Background: an optimization exercise with open tools, aiming at small area, a short achievable clock period and few clock cycles. Do not read the settings as production practice.
RTL that was checked went through simulation tests only; none was proved equivalent to the original.
The RTL of runs 1 to 3 was laid out without a check of its function.

==> flow/design.v, too long to show whole: its modules and the start of the top module <==
// module cdiv_products: 2039 lines
// module cdiv_booth: 12 lines
// module complex_divider: 282 lines
module complex_divider
(
  input  logic             clk,
  input  logic             rst_n,
  input  logic             in_valid,
  output logic             in_ready,
  input  logic [NUM_W-1:0] num_real,
  input  logic [NUM_W-1:0] num_imag,
  input  logic [DEN_W-1:0] den_real,
  input  logic [DEN_W-1:0] den_imag,
  output logic             out_valid,
  input  logic             out_ready,
  output logic [NUM_W-1:0] quo_real,
  output logic [NUM_W-1:0] quo_imag,
  output logic             div_zero,
  output logic             sat
);
  // ...
==> flow/run.sh <==
#!/bin/bash
# synth_recipe.tcl (not shown) runs the flow's synth.tcl, then flattens the netlist and writes it again
# the make line also repeats each setting of config.mk as NAME=value (left out here)
make -C /OpenROAD-flow-scripts/flow DESIGN_CONFIG=/design/flow/config.mk WORK_HOME=/design/flow/orfs CLKGATE_MAP_FILE= SYNTH_SCRIPT=/design/flow/synth_recipe.tcl finish
==> flow/config.mk <==
export PLATFORM = sky130hd
export DESIGN_NAME = complex_divider
export DESIGN_NICKNAME = complex_divider
export VERILOG_FILES = /design/flow/design.v
export SDC_FILE = /design/flow/constraint.sdc
export NUM_CORES = 4
export LEC_CHECK = 0
export CAP_MARGIN = 20
export CORE_MARGIN = 2
export CORE_UTILIZATION = 65
export SETUP_SLACK_MARGIN = 5
export SLEW_MARGIN = 20
==> flow/constraint.sdc <==
create_clock -name core_clock -period 9.0 [get_ports {clk}]
set_input_delay 1.8000 -clock core_clock [delete_from_list [all_inputs] [get_ports {clk}]]
set_output_delay 1.8000 -clock core_clock [all_outputs]
set_load 0.01 [all_outputs]
==> impl_metrics.json, run 1 <==
{
  "status": "timing/DRC/antenna clean",
  "grt.overflow.total": 0,
  "fp-row-count": 128,
  "regArea_um2": 30600,
  "firstDrtPassIters": 6,
  "hp-start": "g_row[0].g_reg.sq1",
  "synthTopCellsByCount": "edfxtp_1, ha_1, inv_1",
  "synth_area_leaders": "edfxtp_1, ha_1, fa_1",
  "drt-total-wl_um": 210000,
  "dominant_cells": "multi-input gates",
  "die_area_um2": 125000,
  "multi_input_comb_area_um2": 45500,
  "io_pins": 88,
  "crit_path_end": "d32[16]",
  "rr_endpoint": "d32[16]",
  "yosys_warnings": 1,
  "grt_pass1_vias": 58000,
  "synth_mux_area_frac": 0.0188,
  "syn_inst": 7269,
  "synth_top_area_share": 0.381,
  "worst_path_max_delay_cell": "fa_2",
  "start_util": 0.653,
  "nFlopsAndLatches": 1021,
  "use_met1": 0.424,
  "synth_compound_area_frac": 0.155,
  "nMultiInputCombCells": 5175,
  "mostFrequentLayoutCells": "edfxtp_1, ha_1, inv_1",
  "root_buffer": "clkbuf_16",
  "die_w_um": 354,
  "crit_start": "dc1[0]",
  "antenna_found_initial": 2,
  "die_y_um": 354,
  "multi_input_area_share": 0.525
}
==> module complex_divider, before the edit <==
module complex_divider
(
  input  logic             clk,
  input  logic             rst_n,
  input  logic             in_valid,
  output logic             in_ready,
  input  logic [NUM_W-1:0] num_real,
  input  logic [NUM_W-1:0] num_imag,
  input  logic [DEN_W-1:0] den_real,
  input  logic [DEN_W-1:0] den_imag,
  output logic             out_valid,
  input  logic             out_ready,
  output logic [NUM_W-1:0] quo_real,
  output logic [NUM_W-1:0] quo_imag,
  output logic             div_zero,
  output logic             sat
);
  logic adv, adv_in;
  assign in_ready = adv_in;
  logic        v0;
  logic [15:0] nr, ni;
  logic [7:0]  dr, di;
  logic [3:0]  dr_one, dr_two, dr_neg, di_one, di_two, di_neg;
  logic [3:0]  er_one, er_two, er_neg, ei_one, ei_two, ei_neg;
  cdiv_booth u_br (.y(den_real), .one(er_one), .two(er_two), .neg(er_neg));
  cdiv_booth u_bi (.y(den_imag), .one(ei_one), .two(ei_two), .neg(ei_neg));
  always_ff @(posedge clk or negedge rst_n) begin
    if (!rst_n)   v0 <= 1'b0;
    else if (adv) v0 <= in_valid;
  end
  always_ff @(posedge clk) begin
    if (adv) begin
      nr     <= num_real;
      ni     <= num_imag;
      dr     <= den_real;
      di     <= den_imag;
      dr_one <= er_one;
      dr_two <= er_two;
      dr_neg <= er_neg;
      di_one <= ei_one;
      di_two <= ei_two;
      di_neg <= ei_neg;
    end
  end
  logic [24:0] ps_c, pc_c, qs_c, qc_c;
  logic [15:0] ds_c, dc_c;
  cdiv_products u_prod (
    .nr(nr), .ni(ni), .dr(dr), .di(di),
    .dr_one(dr_one), .dr_two(dr_two), .dr_neg(dr_neg),
    .di_one(di_one), .di_two(di_two), .di_neg(di_neg),
    .p_s(ps_c), .p_c(pc_c), .q_s(qs_c), .q_c(qc_c), .d_s(ds_c), .d_c(dc_c)
  );
  logic        v1;
  logic [24:0] ps1, pc1, qs1, qc1;
  logic [15:0] ds1, dc1;
  always_ff @(posedge clk or negedge rst_n) begin
    if (!rst_n)   v1 <= 1'b0;
    else if (adv) v1 <= v0;
  end
  always_ff @(posedge clk) begin
    if (adv) begin
      ps1 <= ps_c;
      pc1 <= pc_c;
      qs1 <= qs_c;
      qc1 <= qc_c;
      ds1 <= ds_c;
      dc1 <= dc_c;
    end
  end
  logic [24:0] p_c, q_c;
  logic [15:0] d_c;
  assign p_c  = ps1 + pc1;
  assign q_c  = qs1 + qc1;
  logic [16:0] d3_c;
  assign d_c  = ds1 + dc1;
  assign d3_c = {d_c, 1'b0} + 17'(d_c);
  logic        v2, sp2, sq2;
  logic [23:0] pa2, qa2;
  logic [15:0] d2;
  logic [16:0] d32;
  always_ff @(posedge clk or negedge rst_n) begin
    if (!rst_n)   v2 <= 1'b0;
    else if (adv) v2 <= v1;
  end
  always_ff @(posedge clk) begin
    if (adv) begin
      sp2 <= p_c[24];
      sq2 <= q_c[24];
      pa2 <= p_c[24] ? 24'(-p_c) : p_c[23:0];
      qa2 <= q_c[24] ? 24'(-q_c) : q_c[23:0];
      d2  <= d_c;
      d32 <= d3_c;
    end
  end
  logic [8:0][15:0] rr0, rr1;
  logic [8:0][15:0] zz0, zz1;
  logic [8:0]       sg0, sg1, ov0, ov1, vv;
  logic [8:0][15:0] dd;
  logic [8:0][16:0] dd3;
  assign rr0[0] = {8'd0, pa2[23:16]};
  assign rr1[0] = {8'd0, qa2[23:16]};
  assign zz0[0] = pa2[15:0];
  assign zz1[0] = qa2[15:0];
  assign sg0[0] = sp2;
  assign sg1[0] = sq2;
  assign ov0[0] = {8'd0, pa2[23:16]} >= d2;
  assign ov1[0] = {8'd0, qa2[23:16]} >= d2;
  assign dd[0]  = d2;
  assign dd3[0] = d32;
  assign vv[0]  = v2;
  function automatic logic [17:0] sub18(input logic [17:0] a,
                                        input logic [17:0] b);
    logic [17:0] g, p, gg, pp, gn, pn;
    g  = a & ~b;
    p  = ~(a ^ b);
    gg = g;
    pp = p;
    gg[0] = g[0] | p[0];   
    for (int l = 0; l < 5; l++) begin
      gn = gg;
      pn = pp;
      for (int i = 0; i < 18; i++) begin
        if (((i >> l) & 1) == 1) begin
          gn[i] = gg[i] | (pp[i] & gg[((i >> l) << l) - 1]);
          pn[i] = pp[i] & pp[((i >> l) << l) - 1];
        end
      end
      gg = gn;
      pp = pn;
    end
    sub18 = p ^ {gg[16:0], 1'b1};
  endfunction
  function automatic logic [17:0] r4_step(input logic [16:0] t,
                                          input logic [15:0] d,
                                          input logic [16:0] d3);
    logic [17:0] e1, e2, e3;
    logic [1:0]  q;
    logic [15:0] n;
    e1 = sub18({1'b0, t}, {2'b0, d});
    e2 = sub18({1'b0, t}, {1'b0, d, 1'b0});
    e3 = sub18({1'b0, t}, {1'b0, d3});
    if (!e3[17])      begin q = 2'd3; n = e3[15:0]; end
    else if (!e2[17]) begin q = 2'd2; n = e2[15:0]; end
    else if (!e1[17]) begin q = 2'd1; n = e1[15:0]; end
    else              begin q = 2'd0; n = t[15:0];  end
    r4_step = {q, n};
  endfunction
  genvar k;
  for (k = 0; k < 8; k++) begin : g_row
    localparam int TW = (10 + 2*k < 17) ? 10 + 2*k : 17;   
    localparam int OW = (TW < 15) ? TW : 15;               
    logic [TW-1:0] t0, t1;
    logic [17:0]   x0, x1;
    logic [15:0]   m0, m1;
    assign t0 = {rr0[k][TW-3:0], zz0[k][15:14]};
    assign t1 = {rr1[k][TW-3:0], zz1[k][15:14]};
    assign x0 = r4_step(17'(t0), dd[k], dd3[k]);
    assign x1 = r4_step(17'(t1), dd[k], dd3[k]);
    logic [17:0]   e0, e1;
    logic          lnz0, lnz1;
    assign e0   = sub18({1'b0, 17'(t0)}, {2'b0, dd[k]});
    assign e1   = sub18({1'b0, 17'(t1)}, {2'b0, dd[k]});
    assign lnz0 = ~e0[17];
    assign lnz1 = ~e1[17];
    assign m0 = {zz0[k][13:0], x0[17:16]};
    assign m1 = {zz1[k][13:0], x1[17:16]};
    if (k < 7) begin : g_reg
      logic [OW-1:0] rq0, rq1;
      logic [15:0]   zq0, zq1, dq;
      logic [16:0]   d3q;
      logic          sq0, sq1, oq0, oq1, vq;
      always_ff @(posedge clk or negedge rst_n) begin
        if (!rst_n)   vq <= 1'b0;
        else if (adv) vq <= vv[k];
      end
      always_ff @(posedge clk) begin
        if (adv) begin
          rq0 <= x0[OW-1:0];
          rq1 <= x1[OW-1:0];
          zq0 <= m0;
          zq1 <= m1;
          sq0 <= sg0[k];
          sq1 <= sg1[k];
          oq0 <= ov0[k];
          oq1 <= ov1[k];
          dq  <= dd[k];
          d3q <= dd3[k];
        end
      end
      assign rr0[k+1] = 16'(rq0);
      assign rr1[k+1] = 16'(rq1);
      assign zz0[k+1] = zq0;
      assign zz1[k+1] = zq1;
      assign sg0[k+1] = sq0;
      assign sg1[k+1] = sq1;
      assign ov0[k+1] = oq0;
      assign ov1[k+1] = oq1;
      assign dd[k+1]  = dq;
      assign dd3[k+1] = d3q;
      assign vv[k+1]  = vq;
    end else begin : g_last
      assign rr0[k+1] = x0[15:0];
      assign rr1[k+1] = x1[15:0];
      assign zz0[k+1] = m0;
      assign zz1[k+1] = m1;
      assign sg0[k+1] = sg0[k];
      assign sg1[k+1] = sg1[k];
      assign ov0[k+1] = ov0[k];
      assign ov1[k+1] = ov1[k];
      assign dd[k+1]  = dd[k];
      assign dd3[k+1] = dd3[k];
      assign vv[k+1]  = vv[k];
    end
  end
  function automatic logic [16:0] sign_sat(input logic [13:0] hi,
                                           input logic [1:0] lo,
                                           input logic lo_nz,
                                           input logic ovf, input logic neg);
    logic [16:0] res;
    logic [13:0] nhi;
    logic        sat_p, sat_n0, sat_n1;
    nhi    = -hi;
    sat_p  = ovf | hi[13];
    sat_n0 = ovf | (hi[13] & (|hi[12:0]));
    sat_n1 = ovf | hi[13];
    if (!neg) begin
      if (sat_p)       res = {1'b1, 16'h7FFF};
      else             res = {1'b0, hi, lo};
    end else if (!lo_nz) begin
      if (sat_n0)      res = {1'b1, 16'h8000};
      else             res = {1'b0, nhi, 2'b00};
    end else begin
      if (sat_n1)      res = {1'b1, 16'h8000};
      else             res = {1'b0, ~hi, 2'(-lo)};
    end
    sign_sat = res;
  endfunction
  logic [16:0] f0, f1;
  logic        fdz;
  logic [33:0] res_c;
  assign f0    = sign_sat(zz0[7][13:0], zz0[8][1:0], g_row[7].lnz0, ov0[8], sg0[8]);
  assign f1    = sign_sat(zz1[7][13:0], zz1[8][1:0], g_row[7].lnz1, ov1[8], sg1[8]);
  assign fdz   = (dd[8] == 16'd0);
  assign res_c = fdz ? {32'd0, 1'b1, 1'b0}
                     : {f0[15:0], f1[15:0], 1'b0, f0[16] | f1[16]};
  logic        arrive, take;
  logic [1:0]  cnt, cnt_nxt;
  logic [33:0] skid;
  assign arrive = adv && vv[8];
  assign take   = out_valid && out_ready;
  always_comb begin
    cnt_nxt = cnt;
    case ({arrive, take})
      2'b10:   cnt_nxt = cnt + 2'd1;
      2'b01:   cnt_nxt = cnt - 2'd1;
      default: cnt_nxt = cnt;
    endcase
  end
  always_ff @(posedge clk or negedge rst_n) begin
    if (!rst_n) begin
      cnt       <= 2'd0;
      out_valid <= 1'b0;
      adv       <= 1'b1;
      adv_in    <= 1'b1;
    end else begin
      cnt       <= cnt_nxt;
      out_valid <= (cnt_nxt != 2'd0);
      adv       <= (cnt_nxt != 2'd2);
      adv_in    <= (cnt_nxt != 2'd2);
    end
  end
  logic head_load, head_from_skid, skid_load;
  assign head_from_skid = (cnt == 2'd2);
  assign head_load      = (cnt == 2'd0) || take;
  assign skid_load      = arrive && (cnt == 2'd1) && !take;
  always_ff @(posedge clk) begin
    if (head_load && (head_from_skid || arrive))
      {quo_real, quo_imag, div_zero, sat} <= head_from_skid ? skid : res_c;
    if (skid_load)
      skid <= res_c;
  end
endmodule
==> run 2, diff against run 1 <==
--- a/flow/design.v
+++ b/flow/design.v
@@ -2312,17 +2312,28 @@
       default: cnt_nxt = cnt;
     endcase
   end
+  logic [1:0] cnt_i, cnt_i_nxt;
+  always_comb begin
+    cnt_i_nxt = cnt_i;
+    case ({arrive, take})
+      2'b10:   cnt_i_nxt = cnt_i + 2'd1;
+      2'b01:   cnt_i_nxt = cnt_i - 2'd1;
+      default: cnt_i_nxt = cnt_i;
+    endcase
+  end
   always_ff @(posedge clk or negedge rst_n) begin
     if (!rst_n) begin
       cnt       <= 2'd0;
+      cnt_i     <= 2'd0;
       out_valid <= 1'b0;
       adv       <= 1'b1;
       adv_in    <= 1'b1;
     end else begin
       cnt       <= cnt_nxt;
+      cnt_i     <= cnt_i_nxt;
       out_valid <= (cnt_nxt != 2'd0);
       adv       <= (cnt_nxt != 2'd2);
-      adv_in    <= (cnt_nxt != 2'd2);
+      adv_in    <= (cnt_i_nxt != 2'd2);
     end
   end
   logic head_load, head_from_skid, skid_load;
==> run 2 against run 1 <==
  * Highest routed layer is now met4
  * Non-clock buffer count increased by 17
  * Sequential cell count is 3 higher
  * Still clean
  * Final area rose by 0.76%
  * Setup slack better by 28 ps
  * Synthesized area increased by 0.43%
  * Count of clock-buffer cells in the layout rose by 5
  * Synthesized cell count is 0.66% higher
==> impl_metrics.json, run 2 <==
{
  "stdcell_count": 9081,
  "grt.overflow.total": 0,
  "synth-edff-count": 1007,
  "yosys_warnings": 1,
  "worst-setup-path-type": "register to register",
  "start_util": 0.655,
  "worst_pin_slew_ps": 1110,
  "period_minus_slack_ps": 3930,
  "yosysMostFrequentCell": "edfxtp_1",
  "cp-start-kind": "register",
  "syn_inst": 7317,
  "cp.buffers_inverters": 2,
  "die_y_um": 354,
  "dp_hpwl_um": 157000,
  "grt_pass1_vias": 57700,
  "io_pins": 88,
  "core_area_um2": 122000,
  "grt_usage": 0.339,
  "drv_cap": 0,
  "worst_path_max_delay_cell": "edfxtp_1",
  "fmax_mhz": 254,
  "crit_family": "compound AO/OA/AOI/OAI gates",
  "route.top_layer_used": "met4",
  "nFillCells": 8695,
  "worstPathArrival_ps": 4390,
  "synthTopCellsByCount": "edfxtp_1, ha_1, inv_1",
  "grt_max_degree": 178,
  "final_common_cell": "edfxtp_1",
  "drive_gt1_frac": 0.0809,
  "io_buffers": 87,
  "relSlewSlack": 0.260,
  "placed_cells": 8812,
  "status": "timing/DRC/antenna clean",
  "antenna_found_initial": 2,
  "firstDrtPassIters": 6,
  "globalplace.congestion": 0.959,
  "syn2layout_area_growth_pct": 9.45,
  "slew_viol_final": 0,
  "path_cells": "clkinvlp_4, ha_1, nor2b_1, o21a_1, o21ai_1, a32oi_1, a41o_1, a211o_1, a311oi_2, buf_6, mux2_2, mux2i_1, o21ai_0",
  "drtIter0Drc": 5300,
  "cts.clk_slew.worst_paths_ps": 60,
  "tns_ps": 0,
  "synth_area_leaders": "edfxtp_1, ha_1, fa_1",
  "wl_per_cell_um": 23.5,
  "ys_ff_latch": 1024,
  "critical_path.max_stage_delay_ps": 490,
  "critPathMaxFanout": 14,
  "vias_per_cell": 6.36,
  "finalCritPeriodShare": 0.437,
  "rsz0062_at_grt": "yes",
  "cts.path.max_buffers": 3,
  "synth_top_area_share": 0.379,
  "cts.sinks": 1024,
  "ys_seq_area_frac": 0.384,
  "netlist.top_cell.by_area": "edfxtp_1",
  "die_w_um": 354,
  "cp.required_ps": 9450,
  "ys.flop_type": "edfxtp_1",
  "clock_latency_ps": 750,
  "route.met2.wl_um": 102000,
  "synth_cell_types": 95,
  "skew_ps": 54.6,
  "drt-total-wl_um": 213000,
  "antenna_left": 0,
  "num_antenna_cells": 0,
  "stdcell_area_um2": 87300,
  "setup_viol": 0,
  "hold_viol": 0,
  "syn-num-nets": 8582,
  "root_buffer": "clkbuf_16",
  "met1_length_um": 83000,
  "die_area_um2": 126000,
  "cts_tree": "built",
  "grt_pass1_wl_um": 329000,
  "placed_area_um2": 82300,
  "fp-row-count": 128,
  "cp-end-kind": "register",
  "dr_total_vias": 57800,
  "cts_hold_buf": 0,
  "mostFrequentLayoutCells": "edfxtp_1, ha_1, inv_1",
  "drc": 0,
  "cts_inserted_buffers": 109,
  "final_nets": 8628,
  "syn_area_per_cell_um2": 10.9,
  "min_path_type": "register to register",
  "cts-htree-levels": 3,
  "wl_met3_um": 16200,
  "synth_area_um2": 79800,
  "async_flop_share": 0.0166
}
## run 2: cell count changes in the layout (fill, tap and decap cells not counted), moves of 11 or more
cell      change
or3_1        -18
nor2b_1      -11
a21boi_0     +26
a21o_1       -25
nand2_1      +89
and2_1       +17
o21a_1       -31
nor3_1       +15
inv_1        +14
mux2i_1      +35
mux2_2       +46
a21oi_1      -32
nor2_1       -29
## run 2: cell families (layout without fill, tap and decap cells)
group / Yosys count / after routing / share of synthesized area
AOI/OAI and AO/OA: 1715 / 1718 / 0.145
and+or+nand+nor: 1303 / 1303 / 0.0786
adders and majority gates: 1213 / 1213 / 0.228
buffers and inverters: 1079 / 1215 / 0.0511
DFF: 1024 / 1024 / 0.384
xor gates and xnor gates: 757 / 757 / 0.0832
muxes: 226 / 226 / 0.0299
## run 2: path summary, 6_finish.rpt
| check | start | end | slack [ps] | cells after the start |
|---|---|---|---|---|
| setup / recovery | g_row[5].g_reg.dq[2] | g_row[6].g_reg.rq1[4] | 5070 | 13 |
| hold / removal | g_row[1].g_reg.zq1[10] | g_row[2].g_reg.zq1[12] | 400 | 0 |
| setup reg to reg | g_row[5].g_reg.dq[2] | g_row[6].g_reg.rq1[4] | 5070 | 13 |
| hold reg to reg | g_row[1].g_reg.zq1[10] | g_row[2].g_reg.zq1[12] | 400 | 0 |
| max in group asynchronous | rst_n | g_row[2].g_reg.vq | 7020 | 1 |
| min in group asynchronous | rst_n | g_row[5].g_reg.vq | 1500 | 1 |
## run 2: what timing repair did
action / CTS / global route
setup endpoints to repair: 227 / 239
pin swaps: 9 / 20
gates resized for setup: 59 / 112
gates cloned: 0 / 3
setup buffers: 11 / 51
## run 2: layout make-up
cell class,instances,area (µm²),area share
Clock buffer,125,2790,0.0319
Clock inverter,79,922,0.0106
Multi-Input combinational cell,5217,45800,0.525
Tap cell,1625,2030,0.0233
Sequential cell,1024,30700,0.351
Timing Repair Buffer,219,2050,0.0235
Inverter,792,2990,0.0343
## run 2: metal layers
metal | vias up | global-route usage
met4 | 0 | 0.177
li1 | 26400 | -
met5 | - | 0
met2 | 2584 | 0.561
met3 | 658 | 0.0528
met1 | 28200 | 0.433
## run 2: through the flow
step           hold WS (ps)  setup WS (ps)  utilization
6_report                404           5070        0.717
5_1_grt                 415           4870        0.717
4_1_cts                 412           4980        0.709
3_5_place_dp            405           4480        0.676
3_3_place_gp            400           4570        0.676
2_1_floorplan           400           1620            -
==> run 3, diff against run 2 <==
==> flow/flow/run.sh (new file) <==
#!/bin/bash
set -euo pipefail
MARGIN=5.5
sed -e "s/SETUP_SLACK_MARGIN=[0-9.]*/SETUP_SLACK_MARGIN=${MARGIN}/" standard.sh > standard_margin.sh
grep -q "SETUP_SLACK_MARGIN=${MARGIN}" standard_margin.sh
bash standard_margin.sh > make_finish.log 2>&1
==> flow/standard.sh (new file) <==
#!/bin/bash
# synth_recipe.tcl (not shown) runs the flow's synth.tcl, then flattens the netlist and writes it again
# the make line also repeats each setting of config.mk as NAME=value (left out here)
make -C /OpenROAD-flow-scripts/flow DESIGN_CONFIG=/design/flow/config.mk WORK_HOME=/design/flow/orfs CLKGATE_MAP_FILE= SYNTH_SCRIPT=/design/flow/synth_recipe.tcl "${@:-finish}"
removed: flow/run.sh
==> run 3 against run 2 <==
  * Still clean on timing, DRC and antenna
  * Critical path depth increased by 3
  * Final area rose by 8.5%
  * Cell count is 4.7% higher
  * Sequential share of layout area is 2.8 points lower
  * Global-route usage is 1.9 points higher
  * Clock skew up 16 ps
  * Die area stayed put
==> impl_metrics.json, run 3 <==
{
  "grt.overflow.total": 0,
  "crit_start": "dc1[0]",
  "grt_pass1_vias": 60200,
  "drv_cap": 0,
  "synth_area_leaders": "edfxtp_1, ha_1, fa_1",
  "yosysMostFrequentCell": "edfxtp_1",
  "die_w_um": 354,
  "slew_viol_final": 0,
  "synth-edff-count": 1007,
  "antenna_left": 0,
  "dr_total_vias": 61100,
  "synth_cell_types": 95,
  "r2r-start": "dc1[0]",
  "die_y_um": 354,
  "worstPathArrival_ps": 4330,
  "cts_hold_buf": 0,
  "clock_latency_ps": 800,
  "placed_cells": 8820,
  "crit_path_end": "pa2[17]",
  "die_area_um2": 126000,
  "mostFrequentLayoutCells": "edfxtp_1, ha_1, inv_1",
  "ys_seq_area_frac": 0.384,
  "stdcell_count": 9506,
  "globalplace.congestion": 0.954,
  "cts_inserted_buffers": 108,
  "synth_area_um2": 79800,
  "status": "timing/DRC/antenna clean",
  "yosys_warnings": 1,
  "firstDrtPassIters": 9,
  "vias_per_cell": 6.43,
  "synthTopCellsByCount": "edfxtp_1, ha_1, inv_1",
  "root_buffer": "clkbuf_16",
  "setup_viol": 0,
  "drc": 0,
  "core_area_um2": 122000,
  "reg2reg_slack_ps": 5130,
  "finalCritPeriodShare": 0.430,
  "ys_ff_latch": 1024,
  "netlist.top_cell.by_area": "edfxtp_1",
  "syn-num-nets": 8582,
  "syn_inst": 7317,
  "fp-row-count": 128,
  "critPathMaxFanout": 4,
  "period_minus_slack_ps": 3870,
  "drtIter0Drc": 6176,
  "syn2layout_area_growth_pct": 18.8,
  "drt-total-wl_um": 238000,
  "min_path_type": "register to register",
  "grt_max_degree": 176,
  "final_nets": 9051,
  "cts-htree-levels": 3,
  "grt_pass1_wl_um": 346000,
  "cp-end-kind": "register",
  "drive_gt1_frac": 0.184,
  "io_buffers": 87,
  "io_pins": 88,
  "cts.clk_slew.worst_paths_ps": 70,
  "cts.path.max_buffers": 3,
  "r2r_cells": 16,
  "rr_endpoint": "pa2[17]",
  "hold_viol": 0,
  "worst-setup-path-type": "register to register",
  "ys.flop_type": "edfxtp_1",
  "tns_ps": 0,
  "skew_ps": 70.7,
  "synth_top_area_share": 0.379,
  "final_common_cell": "edfxtp_1",
  "antenna_found_initial": 2,
  "syn_area_per_cell_um2": 10.9,
  "fmax_mhz": 258,
  "wl_per_cell_um": 25.0,
  "rsz0062_at_grt": "yes",
  "grt_usage": 0.358,
  "start_util": 0.655,
  "relSlewSlack": 0.153,
  "cts.sinks": 1024,
  "worst_pin_slew_ps": 1260,
  "cp.required_ps": 9470,
  "cp-start-kind": "register",
  "async_flop_share": 0.0166,
  "cts_tree": "built",
  "dp_hpwl_um": 158000
}
==> run 3: cell counts after synthesis <==
Identical to the previous run, type by type.
==> run 3: metal layers <==
layer,global-route usage,vias up,share of wire
li1,-,27200,-
met1,0.459,29700,0.37
met2,0.583,3193,0.47
met3,0.0547,1019,0.087
met4,0.205,2,0.075
met5,0,-,0.000046
==> run 3: logic make-up (layout without fill, tap and decap cells) <==
| kind of cell | Yosys count | count (layout) | synth area share |
|---|---|---|---|
| AO/OA/AOI/OAI | 1715 | 1724 | 0.145 |
| XOR/XNOR | 757 | 757 | 0.0832 |
| AND/OR/NAND/NOR | 1303 | 1304 | 0.0786 |
| buffers and inverters | 1079 | 1632 | 0.0511 |
| flip-flops | 1024 | 1024 | 0.384 |
| other | 0 | 1 | 0 |
| adder cells (fa/ha/maj) | 1213 | 1213 | 0.228 |
| multiplexers | 226 | 226 | 0.0299 |
==> run 3: how the worst min path moves through the flow <==
stage	startpoint	end	slack, ps	depth (start not counted)
2_1_floorplan	sp2	g_row[0].g_reg.sq0	400	0
3_3_place_gp	g_row[3].g_reg.zq0[2]	g_row[4].g_reg.zq0[4]	400	0
3_5_place_dp	g_row[0].g_reg.sq1	g_row[1].g_reg.sq1	400	0
4_1_cts	sp2	g_row[0].g_reg.sq0	380	0
5_1_grt	g_row[2].g_reg.zq0[11]	g_row[3].g_reg.zq0[13]	390	0
6_report	sp2	g_row[0].g_reg.sq0	380	0
==> run 3: worst max-delay path, stage by stage, from the launching register on <==
cell,delay [ps]
edfxtp_1,440
buf_6,150
buf_6,110
ha_4,160
fa_2,390
a211oi_2,240
buf_4,170
o21ai_4,70
a41oi_2,240
xor2_2,200
o211ai_1,170
or3_4,480
nor3_4,230
buf_4,150
buf_6,100
a21oi_1,90
xnor2_1,180
==> run 3: cell type report <==
type / count / area (µm²)
diodes: 1 / 2.50
inverters: 792 / 3030
clock inverters: 87 / 1160
repair inverters: 3 / 33.8
fillers: 7653 / 27000
multi-input cells: 5224 / 48400
clock buffers: 117 / 2740
flip-flops and latches: 1024 / 30700
well taps: 1625 / 2030
repair buffers: 633 / 6650
==> run 3: timing repair <==
item / CTS / global route
pin swaps: 116 / 261
gates resized for setup: 391 / 660
cloned: 18 / 26
setup endpoints to repair: 379 / 357
buffers inserted: 231 / 206
==> run 3: per-stage QoR <==
step | area (µm²) | hold slack [ps] | setup WS, ps | utilization
floorplan | 79900 | 400 | 1620 | -
global placement | 82400 | 401 | 4330 | 0.677
detailed placement | 82400 | 405 | 4350 | 0.677
CTS | 90200 | 381 | 5140 | 0.741
global route | 94800 | 393 | 5020 | 0.779
finish | 94800 | 378 | 5130 | 0.779
==> run 4, diff against run 3 <==
--- a/flow/design.v
+++ b/flow/design.v
@@ -2127,13 +2127,13 @@
   logic [15:0] d_c;
   assign p_c  = ps1 + pc1;
   assign q_c  = qs1 + qc1;
-  logic [16:0] d3_c;
-  assign d_c  = ds1 + dc1;
-  assign d3_c = {d_c, 1'b0} + 17'(d_c);
+  logic [10:0] d3s_c;
+  assign d_c   = ds1 + dc1;
+  assign d3s_c = {1'b0, d_c[8:0], 1'b0} + 11'(d_c[8:0]);
   logic        v2, sp2, sq2;
   logic [23:0] pa2, qa2;
   logic [15:0] d2;
-  logic [16:0] d32;
+  logic [10:0] d3s2;
   always_ff @(posedge clk or negedge rst_n) begin
     if (!rst_n)   v2 <= 1'b0;
     else if (adv) v2 <= v1;
@@ -2144,8 +2144,8 @@
       sq2 <= q_c[24];
       pa2 <= p_c[24] ? 24'(-p_c) : p_c[23:0];
       qa2 <= q_c[24] ? 24'(-q_c) : q_c[23:0];
-      d2  <= d_c;
-      d32 <= d3_c;
+      d2   <= d_c;
+      d3s2 <= d3s_c;
     end
   end
   logic [8:0][15:0] rr0, rr1;
@@ -2162,7 +2162,7 @@
   assign ov0[0] = {8'd0, pa2[23:16]} >= d2;
   assign ov1[0] = {8'd0, qa2[23:16]} >= d2;
   assign dd[0]  = d2;
-  assign dd3[0] = d32;
+  assign dd3[0] = (d2[15:9] == 7'd0) ? 17'(d3s2) : 17'h1FFFF;
   assign vv[0]  = v2;
   function automatic logic [17:0] sub18(input logic [17:0] a,
                                         input logic [17:0] b);
@@ -2240,7 +2240,7 @@
           oq0 <= ov0[k];
           oq1 <= ov1[k];
           dq  <= dd[k];
-          d3q <= dd3[k];
+          d3q <= (k == 0) ? {dd[k], 1'b0} + 17'(dd[k]) : dd3[k];
         end
       end
       assign rr0[k+1] = 16'(rq0);
==> flow/run.sh (new file) <==
#!/bin/bash
# synth_recipe.tcl (not shown) runs the flow's synth.tcl, then flattens the netlist and writes it again
# the make line also repeats each setting of config.mk as NAME=value (left out here)
make -C /OpenROAD-flow-scripts/flow DESIGN_CONFIG=/design/flow/config.mk WORK_HOME=/design/flow/orfs CLKGATE_MAP_FILE= SYNTH_SCRIPT=/design/flow/synth_recipe.tcl finish
--- a/flow/config.mk
+++ b/flow/config.mk
@@ -8,5 +8,6 @@
 export CAP_MARGIN = 20
 export CORE_MARGIN = 2
 export CORE_UTILIZATION = 65
+export CTS_BUF_LIST = sky130_fd_sc_hd__clkbuf_4 sky130_fd_sc_hd__clkbuf_8
 export SETUP_SLACK_MARGIN = 5
 export SLEW_MARGIN = 20
removed: flow/flow/run.sh
removed: flow/standard.sh
==> run 4 against run 3 <==
  * Synthesized cell count shrank 1.2%
  * Global-route usage down 2.0 points
  * Fmax decreased by 1.3%
  * Still clean on timing, DRC and antenna
==> impl_metrics.json, run 4 <==
{
  "whs_endpoint": "g_row[1].g_reg.sq1",
  "cp.buffers_inverters": 2,
  "cp-end-kind": "register",
  "firstDrtPassIters": 6,
  "mostFrequentLayoutCells": "edfxtp_1, ha_1, inv_1",
  "cts.clk_slew.worst_paths_ps": 60,
  "worst-setup-path-type": "register to register",
  "rsz0062_at_grt": "no",
  "tns_ps": 0,
  "syn2layout_area_growth_pct": 9.02,
  "antenna_found_initial": 8,
  "synth_area_um2": 79800,
  "drc": 0,
  "drv_cap": 0,
  "core_area_um2": 122000,
  "r2r-start": "g_row[4].g_reg.dq[2]",
  "slew_viol_final": 0,
  "synth-edff-count": 1001,
  "drtIter0Drc": 5236,
  "cts.path.max_buffers": 3,
  "syn_area_per_cell_um2": 11.0,
  "finalWorstSetupSlack_ps": 5080,
  "grt.overflow.total": 0,
  "relSlewSlack": 0.294,
  "synth_top_area_share": 0.377,
  "grt_pass1_vias": 57400,
  "path_cells": "inv_2, ha_1, nor2b_1, o21ai_0, a21boi_0, o311ai_2, a21oi_2, a211o_1, o211ai_1, buf_6, mux2_2, mux2_2, mux2_2",
  "ys.flop_type": "edfxtp_1",
  "setup_viol": 0,
  "netlist.top_cell.by_area": "edfxtp_1",
  "globalplace.congestion": 0.957,
  "rr_endpoint": "g_row[5].g_reg.rq1[2]",
  "fp-row-count": 128,
  "critical_path.max_stage_delay_ps": 490,
  "dp_hpwl_um": 156000,
  "yosys_warnings": 1,
  "synth_area_leaders": "edfxtp_1, ha_1, fa_1",
  "grt_max_degree": 169,
  "grt_usage": 0.338,
  "period_minus_slack_ps": 3920,
  "skew_ps": 39.4,
  "final_util": 0.714,
  "clock_latency_ps": 940,
  "ys_seq_area_frac": 0.382,
  "antenna_left": 0,
  "final_nets": 8619,
  "hp-start": "g_row[0].g_reg.sq1",
  "yosysMostFrequentCell": "edfxtp_1",
  "cts_tree": "built",
  "wl_per_cell_um": 23.3,
  "grt_pass1_wl_um": 327000,
  "cts.sinks": 1018,
  "finalCritPeriodShare": 0.436,
  "die_area_um2": 126000,
  "syn-num-nets": 8515,
  "final_common_cell": "edfxtp_1",
  "syn_inst": 7229,
  "dr_total_vias": 57400,
  "worstPathArrival_ps": 4590,
  "die_y_um": 354,
  "cp-start-kind": "register",
  "drt-total-wl_um": 212000,
  "vias_per_cell": 6.31,
  "async_flop_share": 0.0167,
  "hold_viol": 0,
  "synthTopCellsByCount": "edfxtp_1, ha_1, inv_1",
  "timing.critical_path.mode_cell": "mux2_2",
  "cts-htree-levels": 4,
  "whs_path_depth": 0,
  "root_buffer": "clkbuf_8",
  "io_pins": 88,
  "cts_inserted_buffers": 168,
  "dp_slack_ps": 4180,
  "status": "timing/DRC/antenna clean",
  "io_buffers": 87,
  "worst_pin_slew_ps": 1060,
  "synth_cell_types": 101,
  "reg2reg_slack_ps": 5080,
  "worst_path_max_delay_cell": "edfxtp_1",
  "min_path_type": "register to register",
  "cp.required_ps": 9670,
  "drive_gt1_frac": 0.0977,
  "fmax_mhz": 255,
  "critPathMaxFanout": 20,
  "crit_family": "compound AO/OA/AOI/OAI gates",
  "cts_hold_buf": 0,
  "die_w_um": 354,
  "r2r_cells": 13,
  "start_util": 0.655,
  "ys_ff_latch": 1018
}
==> run 4: changes by cell type after synthesis, moves of 20 or more <==
cell / before / now
nand2_1: 388 / 290
o21ai_0: 350 / 308
o21a_1: 62 / 92
mux2i_1: 130 / 101
or2_2: 47 / 72
nor2b_1: 77 / 101
a31o_2: 3 / 26
a21o_1: 130 / 152
or3_1: 46 / 68
a21oi_1: 297 / 276
ha_1: 812 / 832
==> run 4: layer usage <==
| layer | track usage | routed length (µm) |
|---|---|---|
| met1 | 0.440 | 85300 |
| met2 | 0.555 | 99800 |
| met3 | 0.0594 | 16800 |
| met4 | 0.155 | 10200 |
| met5 | 0 | 24 |
==> run 4: kinds of logic after synthesis <==
kind of cell    share of synthesized area
compound gates                      0.150
simple gates                       0.0775
fa+ha+maj                           0.231
buf+inv                            0.0500
flops                               0.382
xor+xnor                           0.0821
mux                                0.0266
==> run 4: worst max path at each step <==
stage                                startpoint               endpoint  slack (ps)  depth (start not counted)
after global routing                      d2[1]  g_row[0].g_reg.rq0[5]        4920                         14
final                      g_row[4].g_reg.dq[2]  g_row[5].g_reg.rq1[2]        5080                         13
after global placement    g_row[2].g_reg.d3q[2]  g_row[3].g_reg.rq0[0]        4210                         12
after detailed placement  g_row[2].g_reg.d3q[2]  g_row[3].g_reg.rq0[0]        4180                         12
after CTS                                 d2[9]  g_row[0].g_reg.rq0[6]        4990                         15
after floorplan                             adv              out_valid        1500                          6
==> run 4: area by class of cell <==
cell class	instances	area [µm²]
tap	1625	2030
timing repair buffer	210	1910
clock buffer	209	2660
sequential	1018	30500
fill	8864	34900
multi-input combinational	5157	46000
antenna	5	12.5
inverter	778	2940
clock inverter	100	911
==> run 4: worst reg2reg max path: stages (launching register included) <==
cell and delay, ps:
edfxtp_1 490, inv_2 190, ha_1 260, nor2b_1 130, o21ai_0 250, a21boi_0 200, o311ai_2 380, a21oi_2 190
a211o_1 300, o211ai_1 110, buf_6 250, mux2_2 390, mux2_2 260, mux2_2 270
==> run 4: through the flow <==
step	hold WS, ps	instance area [µm²]	instances
floorplan	400	79900	7229
global placement	401	82400	8737
detailed placement	405	82400	8737
CTS	398	86300	9057
global route	404	87000	9100
finish	409	87000	9102
==> run 4: repair_timing <==
action | CTS | global route
buffers inserted | 10 | 36
pin swaps | 3 | 14
setup endpoints to repair | 152 | 219
cloned | 1 | 3
resized for setup | 59 | 114
Testbench counts of run 4, summed over its fixed seeds: cycles 2,488.
==> run 5, diff against run 4 <==
--- a/flow/config.mk
+++ b/flow/config.mk
@@ -8,6 +8,5 @@
 export CAP_MARGIN = 20
 export CORE_MARGIN = 2
 export CORE_UTILIZATION = 65
-export CTS_BUF_LIST = sky130_fd_sc_hd__clkbuf_4 sky130_fd_sc_hd__clkbuf_8
 export SETUP_SLACK_MARGIN = 5
 export SLEW_MARGIN = 20
==> run 5 against run 4 <==
  * First-iteration DRC count is 0.50% lower
  * Critical path depth down 1
  * Still clean
  * Global-route usage down 0.20 points
  * Largest cell class unchanged
  * Setup slack improved by 5.5 ps
  * Synthesized area did not move
  * Cell count decreased by 1.4%
  * Non-clock buffer count shrank 10
  * Wire length fell by 0.35%
==> impl_metrics.json, run 5 <==
{
  "status": "timing/DRC/antenna clean",
  "grt_pass1_wl_um": 326000,
  "finalCritPeriodShare": 0.435,
  "synth_area_um2": 79800,
  "cts.clk_slew.worst_paths_ps": 60,
  "final_util": 0.714,
  "antenna_left": 0,
  "drv_cap": 0,
  "globalplace.congestion": 0.957,
  "die_y_um": 354,
  "worst_pin_slew_ps": 1060,
  "die_w_um": 354,
  "finalWorstSetupSlack_ps": 5080,
  "io_buffers": 87,
  "synth_cell_types": 101,
  "yosys_warnings": 1,
  "tns_ps": 0,
  "slew_viol_final": 0,
  "root_buffer": "clkbuf_16",
  "netlist.top_cell.by_area": "edfxtp_1",
  "whs_ps": 404,
  "worst-setup-path-type": "register to register",
  "grt_pass1_vias": 56800,
  "drt-total-wl_um": 212000,
  "worstPathArrival_ps": 4380,
  "final_common_cell": "edfxtp_1",
  "die_area_um2": 126000,
  "cp-start-kind": "register",
  "core_area_um2": 122000,
  "synthTopCellsByCount": "edfxtp_1, ha_1, inv_1",
  "critPathMaxFanout": 14,
  "ys_seq_area_frac": 0.382,
  "syn2layout_area_growth_pct": 8.98,
  "dp_slack_ps": 4180,
  "yosysMostFrequentCell": "edfxtp_1",
  "drc": 0,
  "grt.overflow.total": 0,
  "synth-edff-count": 1001,
  "dr_total_vias": 57000,
  "syn_area_per_cell_um2": 11.0,
  "drtIter0Drc": 5210,
  "cts-htree-levels": 3,
  "rsz0062_at_grt": "yes",
  "synth_top_area_share": 0.377,
  "cp-end-kind": "register",
  "timing.critical_path.mode_cell": "a21o_1",
  "cts_tree": "built",
  "io_pins": 88,
  "skew_ps": 37.8,
  "cts_inserted_buffers": 106,
  "cts.sinks": 1018,
  "r2r_cells": 12,
  "cp.required_ps": 9460,
  "whs_path_depth": 0,
  "setup_viol": 0,
  "mostFrequentLayoutCells": "edfxtp_1, ha_1, inv_1",
  "async_flop_share": 0.0167,
  "hold_viol": 0,
  "vias_per_cell": 6.35,
  "clock_latency_ps": 740,
  "final_nets": 8547,
  "syn_inst": 7229,
  "fmax_mhz": 255,
  "firstDrtPassIters": 8,
  "grt_max_degree": 169,
  "fp-row-count": 128,
  "worst_path_max_delay_cell": "a222oi_1",
  "grt_usage": 0.336,
  "synth_area_leaders": "edfxtp_1, ha_1, fa_1",
  "critical_path.max_stage_delay_ps": 560,
  "dp_hpwl_um": 156000,
  "ys.flop_type": "edfxtp_1",
  "min_path_type": "register to register",
  "period_minus_slack_ps": 3920,
  "cts.path.max_buffers": 3,
  "drive_gt1_frac": 0.0845,
  "start_util": 0.655,
  "relSlewSlack": 0.291,
  "ys_ff_latch": 1018,
  "syn-num-nets": 8515,
  "antenna_found_initial": 7,
  "wl_per_cell_um": 23.6,
  "path_cells": "ha_1, fa_1, inv_1, a21o_1, a21o_1, a21o_1, a31o_2, a41o_1, o311a_1, o31a_2, nor2_1, a222oi_1"
}
[run 5: cell count changes in the layout (fill, tap and decap cells not counted), moves of 6 or more]
cell | previous run | this run
clkbuf_8 | 176 | 4
clkbuf_16 | 0 | 107
clkinv_1 | 49 | 10
clkbuf_4 | 36 | 1
clkbuf_1 | 0 | 20
buf_4 | 104 | 93
inv_12 | 7 | 0
clkinv_2 | 20 | 14
[run 5: worst max-delay path, delay by kind of cell (launching register included)]
kind / cells / cell delay [ps]
buffers and inverters: 1 / 110
AND/OR/NAND/NOR: 1 / 190
flip-flops: 1 / 470
AO/OA/AOI/OAI: 8 / 2230
adder cells (fa/ha/maj): 2 / 650
[run 5: path summary, 6_finish.rpt]
| kind | from | endpoint | slack [ps] |
|---|---|---|---|
| worst max register to register | g_row[1].g_reg.dq[0] | g_row[2].g_reg.rq1[9] | 5080 |
| worst max-delay path | g_row[1].g_reg.dq[0] | g_row[2].g_reg.rq1[9] | 5080 |
| worst min register to register | g_row[4].g_reg.oq0 | g_row[5].g_reg.oq0 | 400 |
| min in group asynchronous | rst_n | out_valid | 1500 |
| worst min-delay path | g_row[4].g_reg.oq0 | g_row[5].g_reg.oq0 | 400 |
| max in group asynchronous | rst_n | g_row[3].g_reg.vq | 7040 |
[run 5: cell type report]
cell class                 count  area [µm²]
clock buffer                 130        2790
multi-input combinational   5157       46000
timing repair buffer         200        1840
fill                        8832       34900
tap                         1625        2030
inverter                     778        2940
antenna                        2        5.00
sequential                  1018       30500
clock inverter                65         817
[run 5: kinds of logic (layout without fill, tap and decap cells)]
family | count (synthesis) | count (layout) | share of synthesized area
buf+inv | 1057 | 1173 | 0.0500
flops | 1018 | 1018 | 0.382
fa+ha+maj | 1234 | 1234 | 0.231
mux | 200 | 200 | 0.0266
compound gates | 1737 | 1740 | 0.150
xor+xnor | 748 | 748 | 0.0821
other cells | 0 | 2 | 0
simple gates | 1235 | 1235 | 0.0775
[run 5: what timing repair did]
| item | CTS | global route |
|---|---|---|
| pin swaps | 4 | 15 |
| hold buffers | 0 | 0 |
| setup endpoints to repair | 144 | 223 |
| setup buffers | 8 | 27 |
| gates cloned | 1 | 4 |
| gates resized for setup | 58 | 112 |
[run 5: stage by stage]
stage / cell area [µm²] / cells
floorplan: 79900 / 7229
global placement: 82400 / 8737
detailed placement: 82400 / 8737
CTS: 86300 / 8941
global route: 87000 / 8973
finish: 87000 / 8975
[run 5: per-layer routing]
metal  vias to the layer above  wire (µm)  GRT usage
li1                      26200          -          -
met1                     27900      84500      0.439
met2                      2398     100000      0.556
met3                       497      16800     0.0531
met4                         4       9960      0.150
met5                         -         27          0
==> run 6, diff against run 5 <==
--- a/flow/config.mk
+++ b/flow/config.mk
@@ -5,8 +5,8 @@
 export SDC_FILE = /design/flow/constraint.sdc
 export NUM_CORES = 4
 export LEC_CHECK = 0
-export CAP_MARGIN = 20
+export CAP_MARGIN = 5
 export CORE_MARGIN = 2
 export CORE_UTILIZATION = 65
 export SETUP_SLACK_MARGIN = 5
-export SLEW_MARGIN = 20
+export SLEW_MARGIN = 5
==> run 6 against run 5 <==
  * Still clean
  * Clock skew is 2.6 ps higher
  * Setup slack gained 8.0 ps
  * Synthesized area did not move
  * Via count is 0.13% lower
  * Wire length is essentially flat
  * Critical path depth rose by 1
  * Non-clock buffer count is 1 lower
  * Critical endpoint is now g_row[2].g_reg.rq1[1]
==> impl_metrics.json, run 6 <==
{
  "synth_xor_area_frac": 0.0821,
  "path_cells": "ha_1, fa_1, inv_1, a21o_1, a21o_1, a21o_1, a31o_2, a41o_1, o311a_1, o31a_2, nor2_2, inv_1, o221ai_1",
  "timing.critical_path.mode_cell": "a21o_1",
  "antenna_found_initial": 7,
  "skew_ps": 40.4,
  "drtIter0Drc": 5164,
  "ys.flop_type": "edfxtp_1",
  "die_area_um2": 126000,
  "yosys_warnings": 1,
  "grt_usage": 0.336,
  "antenna_left": 0,
  "cp-start-kind": "register",
  "async_flop_share": 0.0167,
  "grt.overflow.total": 0,
  "dp_slack_ps": 4180,
  "worst_path_max_delay_cell": "o31a_2",
  "synth_area_um2": 79800,
  "synth_top_family_by_area": "adder cells",
  "dp_hpwl_um": 156000,
  "cp.required_ps": 9540,
  "worstPathArrival_ps": 4450,
  "mostFrequentLayoutCells": "edfxtp_1, ha_1, inv_1",
  "min_path_type": "register to register",
  "final_nets": 8546,
  "grt_max_degree": 169,
  "setup_viol": 0,
  "relSlewSlack": 0.253,
  "die_w_um": 354,
  "io_buffers": 87,
  "clock_latency_ps": 740,
  "die_y_um": 354,
  "hold_viol": 0,
  "synth_compound_area_frac": 0.150,
  "grt_pass1_wl_um": 326000,
  "synth_area_leaders": "edfxtp_1, ha_1, fa_1",
  "worst-setup-path-type": "register to register",
  "yosysMostFrequentCell": "edfxtp_1",
  "globalplace.congestion": 0.957,
  "drive_gt1_frac": 0.0847,
  "drc": 0,
  "dr_total_vias": 56900,
  "drt-total-wl_um": 212000,
  "cts.sinks": 1018,
  "cts-htree-levels": 3,
  "critical_path.max_stage_delay_ps": 450,
  "core_area_um2": 122000,
  "syn2layout_area_growth_pct": 8.97,
  "status": "timing/DRC/antenna clean",
  "synthTopCellsByCount": "edfxtp_1, ha_1, inv_1",
  "synth_cell_types": 101,
  "synthSimpleGateAreaFrac": 0.0775,
  "ys_ff_latch": 1018,
  "ys_seq_area_frac": 0.382,
  "netlist.top_cell.by_area": "edfxtp_1",
  "synth_top_area_share": 0.377,
  "io_pins": 88,
  "cts_inserted_buffers": 106,
  "worst_pin_slew_ps": 1120,
  "vias_per_cell": 6.34,
  "finalCritPeriodShare": 0.434,
  "syn-num-nets": 8515,
  "final_common_cell": "edfxtp_1",
  "grt_pass1_vias": 56800,
  "fp-row-count": 128,
  "start_util": 0.655,
  "firstDrtPassIters": 8,
  "drv_cap": 0,
  "tns_ps": 0,
  "cts_hold_buf": 0,
  "syn_area_per_cell_um2": 11.0,
  "fmax_mhz": 256,
  "cts.path.max_buffers": 3,
  "wl_per_cell_um": 23.6,
  "syn_inst": 7229,
  "finalWorstSetupSlack_ps": 5090,
  "synthAdderAreaFrac": 0.231,
  "critPathMaxFanout": 14,
  "cts_tree": "built",
  "root_buffer": "clkbuf_16",
  "period_minus_slack_ps": 3910,
  "synth-edff-count": 1001,
  "cts.clk_slew.worst_paths_ps": 60,
  "cp-end-kind": "register",
  "synth_mux_area_frac": 0.0266,
  "slew_viol_final": 0,
  "rsz0062_at_grt": "yes"
}
run 6: cell counts after synthesis:
No cell type changed its count.
run 6: repair_timing:
item | 4_1_cts | 5_1_grt
cloned | 1 | 4
setup buffers | 8 | 27
gates resized for setup | 58 | 114
pin swaps | 4 | 15
endpoints found under the setup margin | 144 | 225
run 6: path summary, 6_finish.rpt:
kind	start	endpoint	slack (ps)	cells after the start
setup / recovery	g_row[1].g_reg.dq[0]	g_row[2].g_reg.rq1[1]	5090	13
hold / removal	g_row[2].g_reg.sq0	g_row[3].g_reg.sq0	400	0
setup reg to reg	g_row[1].g_reg.dq[0]	g_row[2].g_reg.rq1[1]	5090	13
hold reg to reg	g_row[2].g_reg.sq0	g_row[3].g_reg.sq0	400	0
max in group asynchronous	rst_n	g_row[3].g_reg.vq	7030	1
min in group asynchronous	rst_n	out_valid	1500	1
run 6: kinds of logic (layout without fill, tap and decap cells):
| group | count (synthesis) | after routing |
|---|---|---|
| AND/OR/NAND/NOR | 1235 | 1235 |
| adder cells (fa/ha/maj) | 1234 | 1234 |
| AO/OA/AOI/OAI | 1737 | 1740 |
| XOR/XNOR | 748 | 748 |
| buffers and inverters | 1057 | 1172 |
| flip-flops | 1018 | 1018 |
| multiplexers | 200 | 200 |
| other | 0 | 1 |
run 6: per-layer routing:
| metal | routed length [µm] | vias to the layer above | global-route usage |
|---|---|---|---|
| li1 | - | 26200 | - |
| met1 | 84400 | 27800 | 0.439 |
| met4 | 10000 | 4 | 0.150 |
| met5 | 27 | - | 0 |
| met2 | 100000 | 2404 | 0.556 |
| met3 | 16900 | 524 | 0.0531 |
run 6: cell type report:
type,instances,area (µm²)
well taps,1625,2030
clock buffers,130,2790
multi-input cells,5157,46100
inverters,778,2940
flip-flops and latches,1018,30500
repair buffers,199,1820
clock inverters,65,817
diodes,1,2.50
fillers,8831,34900
run 6: stage by stage:
step	hold slack, ps	instance area (µm²)	std cells	util
floorplan	400	79900	7229	-
global placement	401	82400	8737	0.676
detailed placement	405	82400	8737	0.676
CTS	394	86300	8941	0.708
global route	413	87000	8972	0.713
finish	403	87000	8973	0.714
run 6: worst max-delay path: cells and delay by family (launching register included):
family | cells | cell delay, ps
flip-flops | 1 | 440
AO/OA/AOI/OAI | 8 | 2310
AND/OR/NAND/NOR | 1 | 270
adder cells (fa/ha/maj) | 2 | 420
buffers and inverters | 2 | 270

[separate check: timing with driven ports]
Ports are ideal in the flow. The routed layouts listed here were re-timed in OpenROAD.
Step 1 sets driving cells, clkbuf_16 on the clock port and buf_2 on the other inputs (assumed; they add their load-dependent delay and slew).
Step 2 adds t to the input delays and takes it off the output delays; t is the mean of the earliest and latest rising clock arrival at the registers after step 1. Input paths then give back, and output paths get back, about the clock's delay inside the block.
Three values: ideal ports, drivers, drivers and shift; two values: the first two.
run | shift t [ns] | setup WS [ns] | latest minus earliest clock arrival (ns) | pins driven straight from the clock port
run 1 | 0.811 | 5.037 / 5.037 / 5.037 | 0.048 / 0.047 | 1
run 2 | 0.796 | 5.066 / 5.066 / 5.066 | 0.062 / 0.062 | 1
run 3 | 0.844 | 5.131 / 5.131 / 5.131 | 0.071 / 0.071 | 1
run 4 | 0.989 | 5.079 / 5.079 / 5.079 | 0.046 / 0.047 | 1
run 5 | 0.792 | 5.084 / 5.084 / 5.084 | 0.038 / 0.039 | 1
run 6 | 0.792 | 5.092 / 5.092 / 5.092 | 0.041 / 0.041 | 1
After both steps every run listed still meets setup and hold.
